This design comes from an exercise in tuning for small area, a short achievable clock period and few clock cycles on the open sky130 flow, not from production work. Only simulation tests tie the RTL to the original design; equivalence was not proved. Power and IR drop assume default switching activity.

[flow/design.v]
`timescale 1ns / 1ps
package bfa_pkg;
    localparam int NUM_FRAMES  = 4096;
    localparam int FRAME_BYTES = 4096;
    localparam int FRAME_SHIFT = $clog2(FRAME_BYTES);
    localparam int FRAME_W     = $clog2(NUM_FRAMES);
    localparam int LAST_FRAME  = NUM_FRAMES - 1;
    localparam int WORD_W = 64;
    localparam int BIT_W  = $clog2(WORD_W);
    localparam int ROWS   = NUM_FRAMES / WORD_W;
    localparam int ROW_W  = $clog2(ROWS);
    localparam int ADDR_W      = 32;
    localparam int KIND_W      = 2;
    localparam int FNUM_W      = ADDR_W - FRAME_SHIFT + 1;
    localparam int FRAME_OUT_W = 12;
    localparam int IN_TDATA_W  = 2 * ADDR_W;
    localparam int OUT_TDATA_W = 16;
    localparam logic [KIND_W-1:0] REQ_FREE  = 2'd0;
    localparam logic [KIND_W-1:0] REQ_USED  = 2'd1;
    localparam logic [KIND_W-1:0] REQ_ALLOC = 2'd2;
    typedef enum logic {
        WOP_MARK,
        WOP_ALLOC
    } t_wop;
    typedef struct packed {
        t_wop             op;
        logic             set_val;
        logic [BIT_W-1:0] lo;
        logic [BIT_W-1:0] hi;
    } t_wop_ctrl;
endpackage
`timescale 1ns / 1ps
`timescale 1ns / 1ps
`timescale 1ns / 1ps
import bfa_pkg::*;
module bitmap_frame_allocator
(
    input  logic                   i_clk,
    input  logic                   i_rst_n,
    input  logic                   s_axis_tvalid,
    output logic                   s_axis_tready,
    input  logic [IN_TDATA_W-1:0]  s_axis_tdata,    
    input  logic [KIND_W-1:0]      s_axis_tuser,    
    output logic                   m_axis_tvalid,
    input  logic                   m_axis_tready,
    output logic [OUT_TDATA_W-1:0] m_axis_tdata,    
    output logic [0:0]             m_axis_tuser     
);
    logic [ADDR_W-1:0]  lo_addr;
    logic [ADDR_W-1:0]  hi_addr;
    logic [KIND_W-1:0]  req_type;
    logic               accept;
    logic               in_ovf;
    logic [FRAME_W-1:0] in_last;
    assign lo_addr  = s_axis_tdata[ADDR_W-1:0];
    assign hi_addr  = s_axis_tdata[IN_TDATA_W-1:ADDR_W];
    assign req_type = s_axis_tuser;
    assign accept   = s_axis_tvalid && s_axis_tready;
    always_comb begin
        in_ovf = |lo_addr[ADDR_W-1:FRAME_SHIFT+FRAME_W];
        if (|hi_addr[ADDR_W-1:FRAME_SHIFT+FRAME_W]
            || &hi_addr[FRAME_SHIFT+FRAME_W-1:FRAME_SHIFT]) begin
            in_last = FRAME_W'(LAST_FRAME);
        end else begin
            in_last = hi_addr[FRAME_SHIFT+FRAME_W-1:FRAME_SHIFT]
                    + FRAME_W'((req_type == REQ_USED) && (|hi_addr[FRAME_SHIFT-1:0]));
        end
    end
    logic               r_v;
    logic [KIND_W-1:0]  r_kind;
    logic               r_ovf;
    logic [FRAME_W-1:0] r_first;
    logic [FRAME_W-1:0] r_last;
    logic               r_ph;          
    logic               k_v;
    logic [KIND_W-1:0]  k_kind;
    logic               k_ovf;
    logic [FRAME_W-1:0] k_first;
    logic [FRAME_W-1:0] k_last;
    assign s_axis_tready = !k_v;
    logic               e_go;          
    logic               e_done;        
    logic               e_split;       
    logic               q_full;
    logic               cand_unknown;
    logic               e_alloc;
    logic               e_range;
    logic               e_nonempty;
    logic               r_c1v;         
    logic [FRAME_W-1:0] r_c1;
    logic               r_p_stale;     
    logic               r_p_alloc;     
    logic               r_p_free;      
    logic               r_p_used;      
    logic [FRAME_W-1:0] r_p_a;
    logic [FRAME_W-1:0] r_p_b;
    logic               f_v;           
    logic [FRAME_W-1:0] f;
    logic               f_is_a;        
    logic [ROWS-1:0]    f_row_oh;      
    logic [WORD_W-1:0]  f_col_oh;
    logic [ROWS-1:0]    c1_row_oh;
    logic [WORD_W-1:0]  c1_col_oh;
    always_comb begin
        f_is_a = r_p_free && (!r_c1v || (r_p_a < r_c1));
        if (r_p_free) begin
            f_v = 1'b1;
            f   = f_is_a ? r_p_a : r_c1;
        end else begin
            f_v = r_c1v;
            f   = r_c1;
        end
        for (int r = 0; r < ROWS; r++) begin
            c1_row_oh[r] = r_c1[FRAME_W-1:BIT_W] == ROW_W'(r);
        end
        for (int c = 0; c < WORD_W; c++) begin
            c1_col_oh[c] = r_c1[BIT_W-1:0] == BIT_W'(c);
        end
        for (int r = 0; r < ROWS; r++) begin
            f_row_oh[r] = f_is_a    ? (r_p_a[FRAME_W-1:BIT_W] == ROW_W'(r))
                        :             (r_c1v && c1_row_oh[r]);
        end
        for (int c = 0; c < WORD_W; c++) begin
            f_col_oh[c] = f_is_a    ? (r_p_a[BIT_W-1:0] == BIT_W'(c))
                        :             c1_col_oh[c];
        end
        cand_unknown = r_p_stale
                    || r_p_alloc
                    || (r_p_used && r_c1v && (r_p_a <= r_c1) && (r_c1 <= r_p_b));
    end
    assign e_go       = r_v && !q_full && !((r_kind == REQ_ALLOC) && cand_unknown);
    assign e_done     = e_go && !e_split;
    assign e_alloc    = e_go && (r_kind == REQ_ALLOC);
    assign e_range    = e_go && (r_kind == REQ_FREE || r_kind == REQ_USED) && !r_ovf;
    assign e_nonempty = e_done && e_range && (r_first <= r_last);
    always_ff @(posedge i_clk) begin
        if (!i_rst_n) begin
            r_v  <= 1'b0;
            k_v  <= 1'b0;
            r_ph <= 1'b0;
        end else begin
            if (!r_v || e_done) begin
                r_v <= k_v || accept;
                k_v <= k_v && accept;
            end else if (accept) begin
                k_v <= 1'b1;
            end
            r_ph <= e_go && e_split;
        end
        if (!r_v || e_done) begin
            if (k_v) begin
                r_kind  <= k_kind;
                r_ovf   <= k_ovf;
                r_first <= k_first;
                r_last  <= k_last;
            end else if (accept) begin
                r_kind  <= req_type;
                r_ovf   <= in_ovf;
                r_first <= lo_addr[FRAME_SHIFT+FRAME_W-1:FRAME_SHIFT];
                r_last  <= in_last;
            end
        end
        if (accept && (k_v || (r_v && !e_done))) begin
            k_kind  <= req_type;
            k_ovf   <= in_ovf;
            k_first <= lo_addr[FRAME_SHIFT+FRAME_W-1:FRAME_SHIFT];
            k_last  <= in_last;
        end
    end
    always_ff @(posedge i_clk) begin
        if (!i_rst_n) begin
            r_p_stale <= 1'b1;
            r_p_alloc <= 1'b0;
            r_p_free  <= 1'b0;
            r_p_used  <= 1'b0;
        end else begin
            r_p_stale <= 1'b0;
            r_p_alloc <= e_alloc && f_v;
            r_p_free  <= e_nonempty && (r_kind == REQ_FREE);
            r_p_used  <= e_nonempty && (r_kind == REQ_USED);
        end
        r_p_a <= r_first;
        r_p_b <= r_last;
    end
    logic [WORD_W-1:0] r_map [ROWS];
    logic [ROW_W-1:0]  fr, lr;
    logic [BIT_W-1:0]  fc, lc;
    logic              fpart, lpart;
    logic [ROWS-1:0]   we_a, we_b;
    logic [WORD_W-1:0] we_x;
    logic              wr_val;
    always_comb begin
        fr = r_first[FRAME_W-1:BIT_W];
        fc = r_first[BIT_W-1:0];
        lr = r_last[FRAME_W-1:BIT_W];
        lc = r_last[BIT_W-1:0];
        fpart = fc != '0;
        lpart = lc != '1;
        e_split = 1'b0;
        we_a   = '0;
        we_b   = '0;
        we_x   = '0;
        wr_val = 1'b1;
        if (!i_rst_n) begin
            we_a = '1;
        end else if (e_alloc) begin
            we_b = f_row_oh;
            we_x = f_col_oh;
        end else if (e_range) begin
            wr_val = r_kind == REQ_USED;
            if (r_ph) begin
                for (int r = 0; r < ROWS; r++) begin
                    we_b[r] = ROW_W'(r) == lr;
                end
                for (int c = 0; c < WORD_W; c++) begin
                    we_x[c] = BIT_W'(c) <= lc;
                end
            end else if (fr == lr) begin
                for (int r = 0; r < ROWS; r++) begin
                    we_b[r] = ROW_W'(r) == fr;
                end
                for (int c = 0; c < WORD_W; c++) begin
                    we_x[c] = (BIT_W'(c) >= fc) && (BIT_W'(c) <= lc);
                end
            end else if (fr < lr) begin
                for (int r = 0; r < ROWS; r++) begin
                    we_a[r] = ((ROW_W'(r) > fr) || ((ROW_W'(r) == fr) && !fpart))
                           && ((ROW_W'(r) < lr) || ((ROW_W'(r) == lr) && !lpart));
                    we_b[r] = fpart ? (ROW_W'(r) == fr) : (lpart && (ROW_W'(r) == lr));
                end
                for (int c = 0; c < WORD_W; c++) begin
                    we_x[c] = fpart ? (BIT_W'(c) >= fc) : (BIT_W'(c) <= lc);
                end
                e_split = fpart && lpart;
            end
        end
    end
    always_ff @(posedge i_clk) begin
        for (int r = 0; r < ROWS; r++) begin
            for (int c = 0; c < WORD_W; c++) begin
                if (we_a[r] || (we_b[r] && we_x[c])) begin
                    r_map[r][c] <= wr_val;
                end
            end
        end
    end
    logic [4095:0]     z;
    logic [1023:0]     l0_v;
    logic [1:0]        l0_i [1024];
    logic [255:0]      l1_v;
    logic [3:0]        l1_i [256];
    logic [63:0]       l2_v;
    logic [5:0]        l2_i [64];
    logic [15:0]       l3_v;
    logic [7:0]        l3_i [16];
    logic [3:0]        l4_v;
    logic [9:0]        l4_i [4];
    logic              l5_v;
    logic [11:0]       l5_i;
    always_comb begin
        for (int r = 0; r < ROWS; r++) begin
            z[r*WORD_W +: WORD_W] = ~r_map[r];
        end
        for (int n = 0; n < 1024; n++) begin
            l0_v[n] = |z[n*4 +: 4];
            l0_i[n] = z[n*4] ? 2'd0 : z[n*4+1] ? 2'd1 : z[n*4+2] ? 2'd2 : 2'd3;
        end
        for (int n = 0; n < 256; n++) begin
            l1_v[n] = |l0_v[n*4 +: 4];
            l1_i[n] = l0_v[n*4]   ? {2'd0, l0_i[n*4]}
                    : l0_v[n*4+1] ? {2'd1, l0_i[n*4+1]}
                    : l0_v[n*4+2] ? {2'd2, l0_i[n*4+2]}
                    :               {2'd3, l0_i[n*4+3]};
        end
        for (int n = 0; n < 64; n++) begin
            l2_v[n] = |l1_v[n*4 +: 4];
            l2_i[n] = l1_v[n*4]   ? {2'd0, l1_i[n*4]}
                    : l1_v[n*4+1] ? {2'd1, l1_i[n*4+1]}
                    : l1_v[n*4+2] ? {2'd2, l1_i[n*4+2]}
                    :               {2'd3, l1_i[n*4+3]};
        end
        for (int n = 0; n < 16; n++) begin
            l3_v[n] = |l2_v[n*4 +: 4];
            l3_i[n] = l2_v[n*4]   ? {2'd0, l2_i[n*4]}
                    : l2_v[n*4+1] ? {2'd1, l2_i[n*4+1]}
                    : l2_v[n*4+2] ? {2'd2, l2_i[n*4+2]}
                    :               {2'd3, l2_i[n*4+3]};
        end
        for (int n = 0; n < 4; n++) begin
            l4_v[n] = |l3_v[n*4 +: 4];
            l4_i[n] = l3_v[n*4]   ? {2'd0, l3_i[n*4]}
                    : l3_v[n*4+1] ? {2'd1, l3_i[n*4+1]}
                    : l3_v[n*4+2] ? {2'd2, l3_i[n*4+2]}
                    :               {2'd3, l3_i[n*4+3]};
        end
        l5_v = |l4_v;
        l5_i = l4_v[0] ? {2'd0, l4_i[0]}
             : l4_v[1] ? {2'd1, l4_i[1]}
             : l4_v[2] ? {2'd2, l4_i[2]}
             :           {2'd3, l4_i[3]};
    end
    always_ff @(posedge i_clk) begin
        r_c1v <= l5_v;
        r_c1  <= l5_i;
    end
    logic               r_o0_v, r_o1_v;
    logic [FRAME_W-1:0] r_o0_frame, r_o1_frame;
    logic               r_o0_found, r_o1_found;
    logic [FRAME_W-1:0] res_frame;
    logic               res_found;
    logic               pop;
    assign res_found = e_alloc && f_v;
    assign res_frame = res_found ? f : '0;
    assign q_full    = r_o1_v;
    assign pop       = r_o0_v && m_axis_tready;
    always_ff @(posedge i_clk) begin
        if (!i_rst_n) begin
            r_o0_v <= 1'b0;
            r_o1_v <= 1'b0;
        end else begin
            if (!r_o0_v || pop) begin
                r_o0_v <= r_o1_v || e_done;
                r_o1_v <= r_o1_v && e_done;
            end else begin
                r_o1_v <= r_o1_v || e_done;
            end
        end
        if (!r_o0_v || pop) begin
            if (r_o1_v) begin
                r_o0_frame <= r_o1_frame;
                r_o0_found <= r_o1_found;
            end else begin
                r_o0_frame <= res_frame;
                r_o0_found <= res_found;
            end
        end
        if (e_done && (r_o1_v || (r_o0_v && !pop))) begin
            r_o1_frame <= res_frame;
            r_o1_found <= res_found;
        end
    end
    assign m_axis_tvalid = r_o0_v;
    assign m_axis_tdata  = {{(OUT_TDATA_W - FRAME_OUT_W){1'b0}}, r_o0_frame[FRAME_OUT_W-1:0]};
    assign m_axis_tuser  = r_o0_found;
endmodule
[flow/run.sh]
#!/bin/bash
# synth_recipe.tcl (not shown) runs the flow's synth.tcl, then flattens the netlist and writes it again
# the make line also repeats each setting of config.mk as NAME=value (left out here)
make -C /OpenROAD-flow-scripts/flow DESIGN_CONFIG=/design/flow/config.mk WORK_HOME=/design/flow/orfs CLKGATE_MAP_FILE= SYNTH_SCRIPT=/design/flow/synth_recipe.tcl finish
[flow/config.mk]
export PLATFORM = sky130hd
export DESIGN_NAME = bitmap_frame_allocator
export DESIGN_NICKNAME = bitmap_frame_allocator
export VERILOG_FILES = /design/flow/design.v
export SDC_FILE = /design/flow/constraint.sdc
export NUM_CORES = 4
export LEC_CHECK = 0
export CAP_MARGIN = 20
export CELL_PAD_IN_SITES_DETAIL_PLACEMENT = 1
export CELL_PAD_IN_SITES_GLOBAL_PLACEMENT = 1
export CORE_MARGIN = 2
export CORE_UTILIZATION = 33
export PLACE_DENSITY = 0.5
export SLEW_MARGIN = 20
export SYNTH_MEMORY_MAX_BITS = 8192
[flow/constraint.sdc]
create_clock -name core_clock -period 6.0 [get_ports {i_clk}]
set_input_delay 1.2000 -clock core_clock [delete_from_list [all_inputs] [get_ports {i_clk}]]
set_output_delay 1.2000 -clock core_clock [all_outputs]
set_load 0.01 [all_outputs]
==> results.sh, run 1 <==
export IMPL_cts_setup_buffers=0
export IMPL_worstSetupPathType="reg -> reg"
export IMPL_worst_slew_pin_slew_ns=1.330
export IMPL_routabilityCongestion=0.9583
export IMPL_yosys_register_bits=4222
export IMPL_syn_area_mm2=0.2068
export IMPL_crit_top_cell="nand2_2"
export IMPL_layout_commonest_cell="o21ai_0"
export IMPL_clock_root_buffer="clkbuf_16"
export IMPL_grt_busiest_layer="met2"
export IMPL_globalRouteMet3Util=0.04093
export IMPL_routedWlPerCell_um=34.10
export IMPL_synthCells=19500
export IMPL_postRouteWirelength_mm=964.2
export IMPL_cts_buffer_depth=4
export IMPL_drv_slew=0
export IMPL_end_kind="flip-flop"
export IMPL_cellLeakagePower_nw=82.77
export IMPL_syn2layout_area_growth_pct=15.58
export IMPL_cp_required_ns=6.99
export IMPL_cts_sinks=4222
export IMPL_total_power_mw=68.18
export IMPL_cts_resized=0
export IMPL_fillers=67730
export IMPL_critPathMaxFanout=6
export IMPL_fin_setup_tns_ns=0
export IMPL_synth_avg_cell_area_um2=10.60
export IMPL_start_util=0.3313
export IMPL_io_pins=89
export IMPL_setup_worst_path_start_class="flip-flop"
export IMPL_grt_pass1_wl_mm=1338
export IMPL_cp_cell_sequence="nand4_1 -> nor4_1 -> nand3_1 -> or4_1 -> nor4_4 -> nand2_2 -> nor2_4 -> nand2_2 -> nor3_2 -> o41ai_1 -> o31a_1"
export IMPL_die_height_um=795.6
export IMPL_yosysWarnings=7
export IMPL_failed_checks="antenna rules"
export IMPL_powerDensity_mw_per_mm2=285.3
export IMPL_async_flop_share=0
export IMPL_setup_viol=0
export IMPL_skew_ns=0.04519
export IMPL_synth_ff_type="edfxtp_1"
export IMPL_use_met2=0.4723
export IMPL_design_die_area_mm2=0.6329
export IMPL_dieWidth_um=795.6
export IMPL_synth_edff_count=4176
export IMPL_cp_arrival_ns=6.49
export IMPL_antenna_found_initial=169
export IMPL_via_per_inst=6.173
export IMPL_core_mm2=0.6241
export IMPL_use_met1=0.4068
export IMPL_nNetsFinal=19530
export IMPL_fp_row_count=290
export IMPL_ys_seq_area_frac=0.6109
export IMPL_drive_above_1_share=0.09085
export IMPL_fmax_mhz=181.7
export IMPL_peakVddDrop_v=0.0003018
export IMPL_port_buffers=72
export IMPL_outcome="failed layout checks"
export IMPL_tritoncts="done"
export IMPL_htreeDepth=6
export IMPL_maxCapViolations=0
export IMPL_max_slew_margin=0.1037
export IMPL_dp_hpwl_mm=599.4
export IMPL_grt_ovfl_total=0
export IMPL_drc=0
export IMPL_mostFrequentLayoutCells="4315 x o21ai_0, 4176 x edfxtp_1, 1655 x nand2_1"
export IMPL_track_usage=0.2941
export IMPL_insertion_delay_ns=1.13
export IMPL_drt_iter0_markers=19440
export IMPL_vias=174600
export IMPL_rsz0062_at_grt="no"
export IMPL_grt_pass1_vias=169500
export IMPL_slowest_delay_ns=0.92
export IMPL_finalHoldViolations=0
export IMPL_hold_path_class="reg -> reg"
export IMPL_finalCritPeriodShare=0.9171
export IMPL_numCtsBuffers=526
export IMPL_cp_slowest_cell="nor4_1"
export IMPL_dr_pass1_iters=8
export IMPL_ant_nets=2
export IMPL_finalCriticalPeriod_ns=5.502
export IMPL_clkSlewWorstSetupHoldPaths_ns=0.06
export IMPL_grt_max_degree=224
export IMPL_synth_cell_type_count=102
export IMPL_ctsHoldBuffers=0
==> worst max-delay path: cells and delay by family (launching register included) <==
kind | cells | cell delay [ns]
flops | 1 | 0.40
simple gates | 9 | 4.46
compound gates | 2 | 0.51
==> logic make-up after synthesis <==
| family | Yosys count | share of synthesized area |
|---|---|---|
| mux | 31 | 0.001664 |
| xor+xnor | 7 | 0.0002965 |
| fa+ha+maj | 39 | 0.002360 |
| flops | 4222 | 0.6109 |
| other cells | 1 | 0.00001814 |
| buf+inv | 2166 | 0.03947 |
| compound gates | 7688 | 0.2136 |
| simple gates | 5345 | 0.1316 |
==> metal layers <==
metal  vias to the layer above  share of wire
li1                      75630              -
met1                     90560           0.43
met5                         -        0.00012
met3                      1390          0.075
met4                        18          0.035
met2                      6955           0.46
==> cells in the mapped netlist (all sizes together), types with 26 or more instances <==
cell type  number  area share
nor4          266      0.0085
a22oi          57      0.0021
edfxtp       4176        0.61
mux2           27      0.0015
a21boi        132      0.0048
buf            26     0.00062
o21ai        4324        0.10
dfxtp          46      0.0045
a21o           46      0.0017
o211ai        263      0.0095
o21bai         42      0.0015
ha             39      0.0024
a211oi         99      0.0036
a221oi         50      0.0021
o221ai         86      0.0036
a31oi         446       0.013
nand2        1657       0.030
and4           70      0.0030
and2           89      0.0027
o31ai          89      0.0032
a31o           29      0.0012
a311oi         78      0.0033
a32oi          26      0.0011
or3            45      0.0014
a41oi          63      0.0027
a21oi        1269       0.031
o32ai          27      0.0011
nor3          240      0.0059
nand3         554       0.013
o31a           27      0.0011
or2            33      0.0010
o21a           30      0.0011
nor2b         215      0.0065
o311ai         53      0.0022
or4            51      0.0019
nor2          666       0.012
and3           37      0.0011
a2111oi        26      0.0011
inv           780       0.014
clkbuf       1356       0.025
o22ai         126      0.0038
nand4        1063       0.032
nand2b        287      0.0087
o2111ai       114      0.0048
==> sequential cells by signal (all words and copies together), names as in the netlist, 2 cells and up <==
| signal | cells |
|---|---|
| r_last | 12 |
| k_last | 12 |
| k_first | 12 |
| r_o0_frame | 12 |
| r_p_b | 12 |
| r_first | 12 |
| r_kind | 2 |
| r_c1 | 12 |
| k_kind | 2 |
| r_o1_frame | 12 |
| r_map | 4096 |
| r_p_a | 12 |
==> through the flow <==
stage	hold WS [ns]	instances	setup WS [ns]	cell area (um^2)	utilization
after floorplan	0.3462	19500	-13.95	206800	-
final	0.5385	28280	0.4976	239000	0.3829
after global placement	0.5227	27210	0.6860	222000	0.3556
after global routing	0.5613	28140	0.4078	238600	0.3824
after detailed placement	0.5265	27210	0.6519	222100	0.3558
after CTS	0.5367	28130	0.6103	238600	0.3823
==> where the power goes <==
part / internal (mW) / switching [mW]
clock: 18.1 / 13.4
combinational: 1.09 / 3.05
sequential: 32.5 / 0.0928
total: 51.6 / 16.6
==> area by class of cell <==
type / count / area [um^2] / share of cell area
clock buffers: 640 / 13860 / 0.05801
flip-flops and latches: 4222 / 126300 / 0.5286
clock inverters: 281 / 2670 / 0.01117
multi-input cells: 13110 / 74120 / 0.3102
well taps: 8322 / 10410 / 0.04357
inverters: 784 / 2950 / 0.01235
diodes: 141 / 352.8 / 0.001476
repair buffers: 771 / 8285 / 0.03467
==> path summary, 6_finish.rpt <==
check	cells past startpoint	slack, ns	end	startpoint
setup / recovery	11	0.50	r_c1[3]	r_map[5][18]
hold / removal	1	0.54	r_first[6]	k_first[6]
setup reg to reg	11	0.50	r_c1[3]	r_map[5][18]
hold reg to reg	1	0.54	r_first[6]	k_first[6]
Testbench counts, summed over its fixed seeds: cycles 10,710.
==> inputs of run 2 (changes only) <==
--- a/flow/design.v
+++ b/flow/design.v
@@ -91,4 +91,8 @@
     logic               r_p_stale;     
     logic               r_p_alloc;     
+    logic               r_p_alloc_a;   
+    logic               r_p_single;    
+    logic               r_c0v;         
+    logic [FRAME_W-1:0] r_c0;
     logic               r_p_free;      
     logic               r_p_used;      
@@ -102,7 +106,19 @@
     logic [ROWS-1:0]    c1_row_oh;
     logic [WORD_W-1:0]  c1_col_oh;
+    logic [ROWS-1:0]    c0_row_oh;
+    logic [WORD_W-1:0]  c0_col_oh;
+    logic               f_is_c0;       
+    logic               f_is_n;        
     always_comb begin
         f_is_a = r_p_free && (!r_c1v || (r_p_a < r_c1));
-        if (r_p_free) begin
+        f_is_c0 = r_p_alloc_a && r_p_single;
+        f_is_n  = r_p_alloc_a && !r_p_single;
+        if (f_is_c0) begin
+            f_v = r_c0v;
+            f   = r_c0;
+        end else if (f_is_n) begin
+            f_v = 1'b1;
+            f   = r_c1 + FRAME_W'(1);
+        end else if (r_p_free) begin
             f_v = 1'b1;
             f   = f_is_a ? r_p_a : r_c1;
@@ -118,13 +134,24 @@
         end
         for (int r = 0; r < ROWS; r++) begin
-            f_row_oh[r] = f_is_a    ? (r_p_a[FRAME_W-1:BIT_W] == ROW_W'(r))
+            c0_row_oh[r] = r_c0[FRAME_W-1:BIT_W] == ROW_W'(r);
+        end
+        for (int c = 0; c < WORD_W; c++) begin
+            c0_col_oh[c] = r_c0[BIT_W-1:0] == BIT_W'(c);
+        end
+        for (int r = 0; r < ROWS; r++) begin
+            f_row_oh[r] = f_is_c0   ? (r_c0v && c0_row_oh[r])
+                        : f_is_n    ? (c1_col_oh[WORD_W-1] ? c1_row_oh[(r + ROWS - 1) % ROWS]
+                                                           : c1_row_oh[r])
+                        : f_is_a    ? (r_p_a[FRAME_W-1:BIT_W] == ROW_W'(r))
                         :             (r_c1v && c1_row_oh[r]);
         end
         for (int c = 0; c < WORD_W; c++) begin
-            f_col_oh[c] = f_is_a    ? (r_p_a[BIT_W-1:0] == BIT_W'(c))
+            f_col_oh[c] = f_is_c0   ? c0_col_oh[c]
+                        : f_is_n    ? c1_col_oh[(c + WORD_W - 1) % WORD_W]
+                        : f_is_a    ? (r_p_a[BIT_W-1:0] == BIT_W'(c))
                         :             c1_col_oh[c];
         end
         cand_unknown = r_p_stale
-                    || r_p_alloc
+                    || (r_p_alloc && !r_p_alloc_a)
                     || (r_p_used && r_c1v && (r_p_a <= r_c1) && (r_c1 <= r_p_b));
     end
@@ -172,4 +199,5 @@
             r_p_stale <= 1'b1;
             r_p_alloc <= 1'b0;
+            r_p_alloc_a <= 1'b0;
             r_p_free  <= 1'b0;
             r_p_used  <= 1'b0;
@@ -177,4 +205,5 @@
             r_p_stale <= 1'b0;
             r_p_alloc <= e_alloc && f_v;
+            r_p_alloc_a <= e_alloc && f_is_a;
             r_p_free  <= e_nonempty && (r_kind == REQ_FREE);
             r_p_used  <= e_nonempty && (r_kind == REQ_USED);
@@ -182,4 +211,7 @@
         r_p_a <= r_first;
         r_p_b <= r_last;
+        r_p_single <= r_p_a == r_p_b;
+        r_c0v <= r_c1v;
+        r_c0  <= r_c1;
     end
     logic [WORD_W-1:0] r_map [ROWS];
--- a/flow/config.mk
+++ b/flow/config.mk
@@ -12,4 +12,5 @@
 export CORE_UTILIZATION = 33
 export PLACE_DENSITY = 0.5
+export SETUP_SLACK_MARGIN = 0.5
 export SLEW_MARGIN = 20
 export SYNTH_MEMORY_MAX_BITS = 8192
==> run 2 against run 1 <==
The run now finishes clean. Non-clock buffer count grew 67. Sequential share of layout area fell by 0.72 points. Power grew 1.1%.
==> results.sh, run 2 <==
export IMPL_synth_cell_type_count=95
export IMPL_yosysMostFrequentCell="o21ai_0"
export IMPL_cts_buffer_depth=4
export IMPL_end_kind="flip-flop"
export IMPL_total_power_mw=68.92
export IMPL_setup_worst_path_start_class="flip-flop"
export IMPL_async_flop_share=0
export IMPL_seq_area_mm2=0.1266
export IMPL_skew_ns=0.05311
export IMPL_synthTopCellsByCount="5147 x o21ai_0, 4176 x edfxtp_1, 1720 x nand2_1, 1413 x clkbuf_1, 1020 x nand4_1"
export IMPL_r2r_end="r_map[26][24]"
export IMPL_hp_start="r_o1_frame[11]"
export IMPL_fillers=69040
export IMPL_grt_ovfl_total=0
export IMPL_dp_worst_setup_slack_ns=0.4935
export IMPL_vias=181600
export IMPL_r2r_start="r_last[11]"
export IMPL_drive_above_1_share=0.09167
export IMPL_dp_cells=27970
export IMPL_yosysWarnings=7
export IMPL_worst_slew_pin_slew_ns=1.286
export IMPL_synth_edff_count=4176
export IMPL_maxCapViolations=0
export IMPL_port_buffers=72
export IMPL_holdPathStages=1
export IMPL_outcome="no timing/DRC/antenna violations"
export IMPL_fp_row_count=293
export IMPL_dieWidth_um=801.7
export IMPL_yosys_register_bits=4237
export IMPL_peakVddDrop_v=0.0003152
export IMPL_pwr_share_comb=0.063
export IMPL_dp_hpwl_mm=625.8
export IMPL_yosysTopAreaCell="edfxtp_1"
export IMPL_die_height_um=801.7
export IMPL_regMostFlops="r_map"
export IMPL_finalHoldViolations=0
export IMPL_worst_r2r_setup_slack_ns=0.32
export IMPL_p_int_mw=51.74
export IMPL_p_sw_mw=17.18
export IMPL_routabilityCongestion=0.9850
export IMPL_hold_path_class="reg -> reg"
export IMPL_stdcell_count=29060
export IMPL_cp_arrival_ns=6.47
export IMPL_setup_viol=0
export IMPL_max_slew_margin=0.1428
export IMPL_via_per_inst=6.249
export IMPL_clock_root_buffer="clkbuf_16"
export IMPL_drv_slew=0
export IMPL_dr_pass1_iters=6
export IMPL_routedWlPerCell_um=34.70
export IMPL_mostFrequentLayoutCells="5138 x o21ai_0, 4176 x edfxtp_1, 1719 x nand2_1"
export IMPL_tritoncts="done"
export IMPL_synthCells=20200
export IMPL_drc=0
export IMPL_synth_top_area_frac=0.5972
export IMPL_cts_sinks=4237
export IMPL_design_die_area_mm2=0.6427
export IMPL_synth_ff_type="edfxtp_1"
export IMPL_grt_pass1_wl_mm=1389
export IMPL_fin_setup_tns_ns=0
export IMPL_critPathMaxFanout=37
export IMPL_finalCriticalPeriod_ns=5.676
export IMPL_syn2layout_area_growth_pct=15.66
export IMPL_ys_seq_area_frac=0.6030
export IMPL_track_usage=0.3009
export IMPL_multiInputGateArea_mm2=0.07735
export IMPL_fmax_mhz=176.2
export IMPL_holdPathEnd="r_o0_frame[11]"
export IMPL_p_sw_frac=0.2493
export IMPL_powerDensity_mw_per_mm2=283.8
export IMPL_worstSetupPathType="reg -> reg"
export IMPL_nNetsFinal=20220
export IMPL_drt_iter0_markers=23630
export IMPL_cp_required_ns=6.79
export IMPL_rr_worst_depth=13
export IMPL_start_util=0.3305
export IMPL_grt_pass1_vias=175000
export IMPL_clkSlewWorstSetupHoldPaths_ns=0.06
export IMPL_synth_avg_cell_area_um2=10.39
export IMPL_ctsHoldBuffers=0
export IMPL_postRouteWirelength_mm=1008
export IMPL_htreeDepth=6
export IMPL_syn_area_mm2=0.2100
export IMPL_clock_power_share=0.462
export IMPL_largest_reg_flops=4096
export IMPL_finalCritPeriodShare=0.9461
export IMPL_layout_commonest_cell="o21ai_0"
export IMPL_antenna_found_initial=167
export IMPL_core_mm2=0.6353
export IMPL_numCtsBuffers=523
export IMPL_synthTopCellsByArea="edfxtp_1 60%, o21ai_0 12%, nand2_1 3.1%, nand4_1 3.0%, clkbuf_1 2.5%"
export IMPL_io_pins=89
export IMPL_cellLeakagePower_nw=83.29
export IMPL_ant_nets=0
export IMPL_seq_power_share=0.475
export IMPL_insertion_delay_ns=1.14
export IMPL_rsz0062_at_grt="yes"
export IMPL_grt_max_degree=217
export IMPL_layout_setup_ws_ns=0.3237
-- run 2: cells by family after synthesis --
kind of cell,share of synthesized area
buffers and inverters,0.04028
adder cells (fa/ha/maj),0.002562
flip-flops,0.6030
other,0.00001786
XOR/XNOR,0.001043
multiplexers,0.001639
AND/OR/NAND/NOR,0.1349
AO/OA/AOI/OAI,0.2165
-- run 2: cell type report --
| type | count | area share |
|---|---|---|
| tap | 8407 | 0.04331 |
| inverter | 780 | 0.01209 |
| multi-input combinational | 13730 | 0.3185 |
| timing repair buffer | 838 | 0.03388 |
| antenna | 140 | 0.001443 |
| clock inverter | 296 | 0.01339 |
| clock buffer | 633 | 0.05602 |
| sequential | 4237 | 0.5214 |
-- run 2: power by group through the flow --
stage	combinational, mW	clock [mW]	sequential, mW
2_1_floorplan	2.28	0	33.3
3_3_place_gp	4.18	0	33.3
3_5_place_dp	4.24	0	33.3
4_1_cts	4.26	32.4	32.7
5_1_grt	4.63	33.5	32.7
6_report	4.34	31.9	32.7
-- run 2: worst max path at each step --
| stage | startpoint | depth (start not counted) | end | slack [ns] |
|---|---|---|---|---|
| finish | r_last[11] | 13 | r_map[26][24] | 0.32 |
| global route | r_last[8] | 14 | r_map[5][4] | 0.45 |
| CTS | r_map[19][25] | 12 | r_c1[3] | 0.56 |
| detailed placement | r_map[1][51] | 13 | r_c1[3] | 0.49 |
| global placement | r_c1[1] | 16 | r_map[26][55] | 0.58 |
| floorplan | i_rst_n | 3 | r_map[0][0] | -13.91 |
-- run 2: timing repair --
| item | 4_1_cts | 5_1_grt |
|---|---|---|
| setup buffers | 0 | 16 |
| gates resized for setup | 1 | 18 |
| endpoints found under the setup margin | 1 | 253 |
| cloned | 0 | 3 |
| pin swaps | 0 | 5 |
-- run 2: worst max-delay path, stage by stage, from the launching register on --
cell	delay [ns]
edfxtp_1	0.68
clkinv_1	0.14
buf_4	0.25
ha_1	0.35
and4_1	0.24
and3_1	0.30
nor2_1	0.17
a21oi_4	0.17
nand2_1	0.67
buf_4	0.45
a211oi_1	0.74
a311oi_4	0.16
buf_12	0.24
o21ai_0	0.44
-- run 2: metrics by stage --
stage	area, um^2	hold WS (ns)	util
4_1_cts	242200	0.5344	0.3813
5_1_grt	242500	0.5575	0.3817
3_5_place_dp	225400	0.5159	0.3547
2_1_floorplan	210000	0.3290	-
3_3_place_gp	225200	0.5214	0.3544
6_report	242900	0.5315	0.3823
-- run 2: metal layers --
layer,GRT usage,part of all wire
met1,0.4390,0.44
met2,0.4588,0.44
met3,0.04322,0.086
met4,0.09961,0.035
met5,0,0
Testbench counts of run 2, summed over its fixed seeds: cycles 10,319.
==> inputs of run 3 (changes only) <==
--- a/flow/design.v
+++ b/flow/design.v
@@ -89,10 +89,10 @@
     logic               r_c1v;         
     logic [FRAME_W-1:0] r_c1;
+    logic               r_c1n;         
+    logic               r_c0v;         
+    logic [FRAME_W-1:0] r_c0;
     logic               r_p_stale;     
     logic               r_p_alloc;     
     logic               r_p_alloc_a;   
-    logic               r_p_single;    
-    logic               r_c0v;         
-    logic [FRAME_W-1:0] r_c0;
     logic               r_p_free;      
     logic               r_p_used;      
@@ -109,14 +109,12 @@
     logic [WORD_W-1:0]  c0_col_oh;
     logic               f_is_c0;       
-    logic               f_is_n;        
     always_comb begin
         f_is_a = r_p_free && (!r_c1v || (r_p_a < r_c1));
-        f_is_c0 = r_p_alloc_a && r_p_single;
-        f_is_n  = r_p_alloc_a && !r_p_single;
+        f_is_c0 = r_p_alloc_a && !r_c1n;
         if (f_is_c0) begin
             f_v = r_c0v;
             f   = r_c0;
-        end else if (f_is_n) begin
-            f_v = 1'b1;
+        end else if (r_p_alloc) begin
+            f_v = r_c1n;
             f   = r_c1 + FRAME_W'(1);
         end else if (r_p_free) begin
@@ -141,17 +139,17 @@
         for (int r = 0; r < ROWS; r++) begin
             f_row_oh[r] = f_is_c0   ? (r_c0v && c0_row_oh[r])
-                        : f_is_n    ? (c1_col_oh[WORD_W-1] ? c1_row_oh[(r + ROWS - 1) % ROWS]
-                                                           : c1_row_oh[r])
                         : f_is_a    ? (r_p_a[FRAME_W-1:BIT_W] == ROW_W'(r))
+                        : r_p_alloc ? (r_c1n && (c1_col_oh[WORD_W-1] ? c1_row_oh[(r + ROWS - 1) % ROWS]
+                                                                     : c1_row_oh[r]))
                         :             (r_c1v && c1_row_oh[r]);
         end
         for (int c = 0; c < WORD_W; c++) begin
             f_col_oh[c] = f_is_c0   ? c0_col_oh[c]
-                        : f_is_n    ? c1_col_oh[(c + WORD_W - 1) % WORD_W]
                         : f_is_a    ? (r_p_a[BIT_W-1:0] == BIT_W'(c))
+                        : r_p_alloc ? c1_col_oh[(c + WORD_W - 1) % WORD_W]
                         :             c1_col_oh[c];
         end
         cand_unknown = r_p_stale
-                    || (r_p_alloc && !r_p_alloc_a)
+                    || (r_p_alloc && !r_p_alloc_a && !r_c1n)
                     || (r_p_used && r_c1v && (r_p_a <= r_c1) && (r_c1 <= r_p_b));
     end
@@ -211,7 +209,4 @@
         r_p_a <= r_first;
         r_p_b <= r_last;
-        r_p_single <= r_p_a == r_p_b;
-        r_c0v <= r_c1v;
-        r_c0  <= r_c1;
     end
     logic [WORD_W-1:0] r_map [ROWS];
@@ -278,15 +273,15 @@
     end
     logic [4095:0]     z;
-    logic [1023:0]     l0_v;
+    logic [1023:0]     l0_v, l0_n;
     logic [1:0]        l0_i [1024];
-    logic [255:0]      l1_v;
+    logic [255:0]      l1_v, l1_n;
     logic [3:0]        l1_i [256];
-    logic [63:0]       l2_v;
+    logic [63:0]       l2_v, l2_n;
     logic [5:0]        l2_i [64];
-    logic [15:0]       l3_v;
+    logic [15:0]       l3_v, l3_n;
     logic [7:0]        l3_i [16];
-    logic [3:0]        l4_v;
+    logic [3:0]        l4_v, l4_n;
     logic [9:0]        l4_i [4];
-    logic              l5_v;
+    logic              l5_v, l5_n;
     logic [11:0]       l5_i;
     always_comb begin
@@ -295,44 +290,54 @@
         end
         for (int n = 0; n < 1024; n++) begin
-            l0_v[n] = |z[n*4 +: 4];
-            l0_i[n] = z[n*4] ? 2'd0 : z[n*4+1] ? 2'd1 : z[n*4+2] ? 2'd2 : 2'd3;
+            logic [4:0] q;
+            q = {(n == 1023) ? 1'b0 : z[n*4+4], z[n*4 +: 4]};
+            l0_v[n] = |q[3:0];
+            l0_i[n] = q[0] ? 2'd0 : q[1] ? 2'd1 : q[2] ? 2'd2 : 2'd3;
+            l0_n[n] = q[0] ? q[1] : q[1] ? q[2] : q[2] ? q[3] : q[4];
         end
         for (int n = 0; n < 256; n++) begin
             l1_v[n] = |l0_v[n*4 +: 4];
-            l1_i[n] = l0_v[n*4]   ? {2'd0, l0_i[n*4]}
-                    : l0_v[n*4+1] ? {2'd1, l0_i[n*4+1]}
-                    : l0_v[n*4+2] ? {2'd2, l0_i[n*4+2]}
-                    :               {2'd3, l0_i[n*4+3]};
+            {l1_n[n], l1_i[n]}
+                    = l0_v[n*4]   ? {l0_n[n*4],   2'd0, l0_i[n*4]}
+                    : l0_v[n*4+1] ? {l0_n[n*4+1], 2'd1, l0_i[n*4+1]}
+                    : l0_v[n*4+2] ? {l0_n[n*4+2], 2'd2, l0_i[n*4+2]}
+                    :               {l0_n[n*4+3], 2'd3, l0_i[n*4+3]};
         end
         for (int n = 0; n < 64; n++) begin
             l2_v[n] = |l1_v[n*4 +: 4];
-            l2_i[n] = l1_v[n*4]   ? {2'd0, l1_i[n*4]}
-                    : l1_v[n*4+1] ? {2'd1, l1_i[n*4+1]}
-                    : l1_v[n*4+2] ? {2'd2, l1_i[n*4+2]}
-                    :               {2'd3, l1_i[n*4+3]};
+            {l2_n[n], l2_i[n]}
+                    = l1_v[n*4]   ? {l1_n[n*4],   2'd0, l1_i[n*4]}
+                    : l1_v[n*4+1] ? {l1_n[n*4+1], 2'd1, l1_i[n*4+1]}
+                    : l1_v[n*4+2] ? {l1_n[n*4+2], 2'd2, l1_i[n*4+2]}
+                    :               {l1_n[n*4+3], 2'd3, l1_i[n*4+3]};
         end
         for (int n = 0; n < 16; n++) begin
             l3_v[n] = |l2_v[n*4 +: 4];
-            l3_i[n] = l2_v[n*4]   ? {2'd0, l2_i[n*4]}
-                    : l2_v[n*4+1] ? {2'd1, l2_i[n*4+1]}
-                    : l2_v[n*4+2] ? {2'd2, l2_i[n*4+2]}
-                    :               {2'd3, l2_i[n*4+3]};
+            {l3_n[n], l3_i[n]}
+                    = l2_v[n*4]   ? {l2_n[n*4],   2'd0, l2_i[n*4]}
+                    : l2_v[n*4+1] ? {l2_n[n*4+1], 2'd1, l2_i[n*4+1]}
+                    : l2_v[n*4+2] ? {l2_n[n*4+2], 2'd2, l2_i[n*4+2]}
+                    :               {l2_n[n*4+3], 2'd3, l2_i[n*4+3]};
         end
         for (int n = 0; n < 4; n++) begin
             l4_v[n] = |l3_v[n*4 +: 4];
-            l4_i[n] = l3_v[n*4]   ? {2'd0, l3_i[n*4]}
-                    : l3_v[n*4+1] ? {2'd1, l3_i[n*4+1]}
-                    : l3_v[n*4+2] ? {2'd2, l3_i[n*4+2]}
-                    :               {2'd3, l3_i[n*4+3]};
+            {l4_n[n], l4_i[n]}
+                    = l3_v[n*4]   ? {l3_n[n*4],   2'd0, l3_i[n*4]}
+                    : l3_v[n*4+1] ? {l3_n[n*4+1], 2'd1, l3_i[n*4+1]}
+                    : l3_v[n*4+2] ? {l3_n[n*4+2], 2'd2, l3_i[n*4+2]}
+                    :               {l3_n[n*4+3], 2'd3, l3_i[n*4+3]};
         end
         l5_v = |l4_v;
-        l5_i = l4_v[0] ? {2'd0, l4_i[0]}
-             : l4_v[1] ? {2'd1, l4_i[1]}
-             : l4_v[2] ? {2'd2, l4_i[2]}
-             :           {2'd3, l4_i[3]};
+        {l5_n, l5_i} = l4_v[0] ? {l4_n[0], 2'd0, l4_i[0]}
+                     : l4_v[1] ? {l4_n[1], 2'd1, l4_i[1]}
+                     : l4_v[2] ? {l4_n[2], 2'd2, l4_i[2]}
+                     :           {l4_n[3], 2'd3, l4_i[3]};
     end
     always_ff @(posedge i_clk) begin
         r_c1v <= l5_v;
         r_c1  <= l5_i;
+        r_c1n <= l5_v && l5_n;
+        r_c0v <= r_c1v;
+        r_c0  <= r_c1;
     end
     logic               r_o0_v, r_o1_v;
--- a/flow/config.mk
+++ b/flow/config.mk
@@ -12,5 +12,5 @@
 export CORE_UTILIZATION = 33
 export PLACE_DENSITY = 0.5
-export SETUP_SLACK_MARGIN = 0.5
+export SETUP_SLACK_MARGIN = 1.0
 export SLEW_MARGIN = 20
 export SYNTH_MEMORY_MAX_BITS = 8192
==> run 3 against run 2 <==
The layout now fails its checks (antenna rules, capacitance limit, slew limit). Utilization up 0.45 points. Routed wire length up 22%. Synthesized area up 15%. Global-route usage up 1.8 points. Power up 2.9%. Critical path type unchanged. Critical endpoint is now r_c1[2].
==> results.sh, run 3 <==
export IMPL_worstSetupPathType="reg -> reg"
export IMPL_failed_checks="antenna rules, capacitance limit, slew limit"
export IMPL_syn_area_mm2=0.2412
export IMPL_io_pins=89
export IMPL_multiInputGateArea_mm2=0.1062
export IMPL_die_height_um=858.9
export IMPL_synth_avg_cell_area_um2=9.366
export IMPL_htreeDepth=6
export IMPL_finalCritPeriodShare=0.8367
export IMPL_cp_arrival_ns=6.17
export IMPL_yosys_register_bits=4237
export IMPL_yosysWarnings=7
export IMPL_clkSlewWorstSetupHoldPaths_ns=0.07
export IMPL_drive_above_1_share=0.09366
export IMPL_hold_path_class="reg -> reg"
export IMPL_design_die_area_mm2=0.7377
export IMPL_synthTopCellsByArea="edfxtp_1 52%, o21ai_0 12%, a21oi_1 4.0%, nand2_1 3.6%, nand4_1 2.8%"
export IMPL_regMostFlops="r_map"
export IMPL_synth_edff_count=4176
export IMPL_setup_viol=0
export IMPL_cp_required_ns=7.15
export IMPL_rsz0062_at_grt="yes"
export IMPL_synthCells=25750
export IMPL_drt_iter0_markers=25640
export IMPL_ctsHoldBuffers=0
export IMPL_grt_pass1_wl_mm=1705
export IMPL_dp_hpwl_mm=810.2
export IMPL_numCtsBuffers=543
export IMPL_cts_buffer_depth=4
export IMPL_skew_ns=0.04128
export IMPL_yosysMostFrequentCell="o21ai_0"
export IMPL_synthTopCellsByCount="5877 x o21ai_0, 4176 x edfxtp_1, 2306 x nand2_1, 1929 x a21oi_1, 1536 x inv_1"
export IMPL_insertion_delay_ns=1.21
export IMPL_powerDensity_mw_per_mm2=251.3
export IMPL_synth_cell_type_count=106
export IMPL_fillers=81440
export IMPL_drv_slew=6
export IMPL_mostFrequentLayoutCells="5874 x o21ai_0, 4176 x edfxtp_1, 2303 x nand2_1"
export IMPL_seq_area_mm2=0.1266
export IMPL_yosysTopAreaCell="edfxtp_1"
export IMPL_start_util=0.3306
export IMPL_setup_worst_path_start_class="flip-flop"
export IMPL_layout_commonest_cell="o21ai_0"
export IMPL_postRouteWirelength_mm=1226
export IMPL_cts_sinks=4237
export IMPL_routabilityCongestion=0.9432
export IMPL_nNetsFinal=26160
export IMPL_synth_ff_type="edfxtp_1"
export IMPL_grt_ovfl_total=0
export IMPL_grt_max_degree=185
export IMPL_track_usage=0.3186
export IMPL_syn2layout_area_growth_pct=17.01
export IMPL_fin_setup_tns_ns=0
export IMPL_antenna_found_initial=241
export IMPL_maxCapViolations=1
export IMPL_port_buffers=72
export IMPL_drc=0
export IMPL_outcome="failed layout checks"
export IMPL_tritoncts="done"
export IMPL_fp_row_count=314
export IMPL_end_kind="flip-flop"
export IMPL_async_flop_share=0
export IMPL_dieWidth_um=858.9
export IMPL_finalHoldViolations=0
export IMPL_largest_reg_flops=4096
export IMPL_worst_slew_pin_slew_ns=2.081
export IMPL_ys_seq_area_frac=0.5250
export IMPL_ant_nets=2
export IMPL_via_per_inst=6.305
export IMPL_dr_pass1_iters=6
export IMPL_peakVddDrop_v=0.0003569
export IMPL_max_slew_margin=-0.3979
export IMPL_finalCriticalPeriod_ns=5.020
export IMPL_vias=228600
export IMPL_synth_top_area_frac=0.5200
export IMPL_core_mm2=0.7296
export IMPL_critPathMaxFanout=6
export IMPL_fin_util=0.3868
export IMPL_grt_pass1_vias=217600
export IMPL_cellLeakagePower_nw=105.3
export IMPL_clock_root_buffer="clkbuf_16"
export IMPL_routedWlPerCell_um=33.81
export IMPL_fmax_mhz=199.2
-- run 3: cell count changes after synthesis, moves of 125 or more --
cell,previous run,this run
o22ai_1,60,229
nand2_1,1720,2306
inv_1,770,1536
a31oi_1,438,635
o21ai_0,5147,5877
a21oi_1,887,1929
nor2_1,763,928
o211ai_1,245,370
nand2b_1,285,447
-- run 3: kinds of logic after synthesis --
group           after synthesis  share of synthesized area
compound gates            11190                     0.2709
mux                          70                   0.003170
xor+xnor                      9                  0.0003268
simple gates               7217                     0.1518
fa+ha+maj                    43                   0.002231
other cells                   1                 0.00001555
buf+inv                    2979                    0.04653
flops                      4237                     0.5250
-- run 3: where the power goes --
| part | switching, mW | internal (mW) | leakage (nW) |
|---|---|---|---|
| registers | 0.203 | 32.6 | 29.3 |
| logic | 3.47 | 1.39 | 67.5 |
| clock network | 14.0 | 19.3 | 8.51 |
| total | 17.6 | 53.3 | 105 |
-- run 3: layer usage --
layer  up-vias  global-route usage  share of wire
met3      1566             0.04204          0.077
met1    117700              0.4581           0.44
met2      8847              0.4947           0.45
li1     100500                   -              -
met5         -                   0        0.00012
met4        20              0.1070          0.035
-- run 3: timing repair --
item | in CTS | in global routing
setup buffers | 19 | 33
pin swaps | 13 | 26
cloned | 5 | 2
gates resized for setup | 43 | 71
setup endpoints to repair | 2030 | 1447
-- run 3: final cells by class --
type | instances | share of cell area
well taps | 9638 | 0.04273
repair buffers | 1176 | 0.04842
clock inverters | 298 | 0.01060
flip-flops and latches | 4237 | 0.4487
inverters | 1544 | 0.02058
clock buffers | 659 | 0.05134
multi-input cells | 18540 | 0.3762
diodes | 166 | 0.001472
-- run 3: worst max-delay path, cell delays in order, from the launching register on --
cell	delay (ns)
edfxtp_1	0.45
nand4_1	0.27
or4_4	0.64
nand4b_4	0.27
nor4_4	0.50
nand3_2	0.29
nand2b_4	0.31
nor3_4	0.49
nand2_1	0.33
o41a_1	0.59
o2111ai_1	0.12
a221oi_1	0.08
buf_4	0.24
a211oi_1	0.24
buf_4	0.14
-- run 3: worst paths after layout --
kind | cells after the start | from | end | slack (ns)
setup / recovery | 14 | r_map[23][19] | r_c1[2] | 0.98
hold / removal | 0 | r_c1[1] | r_c0[1] | 0.47
setup reg to reg | 14 | r_map[23][19] | r_c1[2] | 0.98
hold reg to reg | 0 | r_c1[1] | r_c0[1] | 0.47
-- run 3: stage by stage --
stage                     instances  hold WS (ns)  power [mW]  setup WS, ns  cell area (um^2)
after CTS                     36060        0.5040       71.41        0.9639            281100
after detailed placement      35080        0.4753       38.13        0.3528            263200
after global routing          36110        0.4633       72.87        0.8049            281800
after floorplan               25750        0.3462       35.87        -6.238            241300
final                         36260        0.4743       70.93        0.9797            282200
after global placement        35080        0.4783       38.06        0.4323            263200
Testbench counts of run 3, summed over its fixed seeds: cycles 8,814.

==> port drivers added, routing unchanged <==
The results above use ideal ports. As a check the final layouts listed here were re-extracted and re-timed, cells and wires unchanged.
Step 1 assumes that a clkbuf_16 drives the clock port and a buf_2 every other input.
Step 2 times the ports against the registers' clock, not the clock port: input delays grow and output delays shrink by t, the midpoint of the rising clock arrivals with the driver on.
Slacks: ideal ports / drivers / drivers and shift; pairs: ideal ports / drivers.
run	t, ns	slack for setup (ns)	latest minus earliest clock arrival (ns)
run 1	1.244	0.498 / 0.498 / 0.498	0.055 / 0.055
run 2	1.254	0.324 / 0.324 / 0.324	0.054 / 0.054
run 3	1.304	0.980 / 0.980 / 0.942	0.044 / 0.044
The setup slack of run 3, which loses most, moves by 0.000 ns with the drivers and by -0.038 ns with both steps.
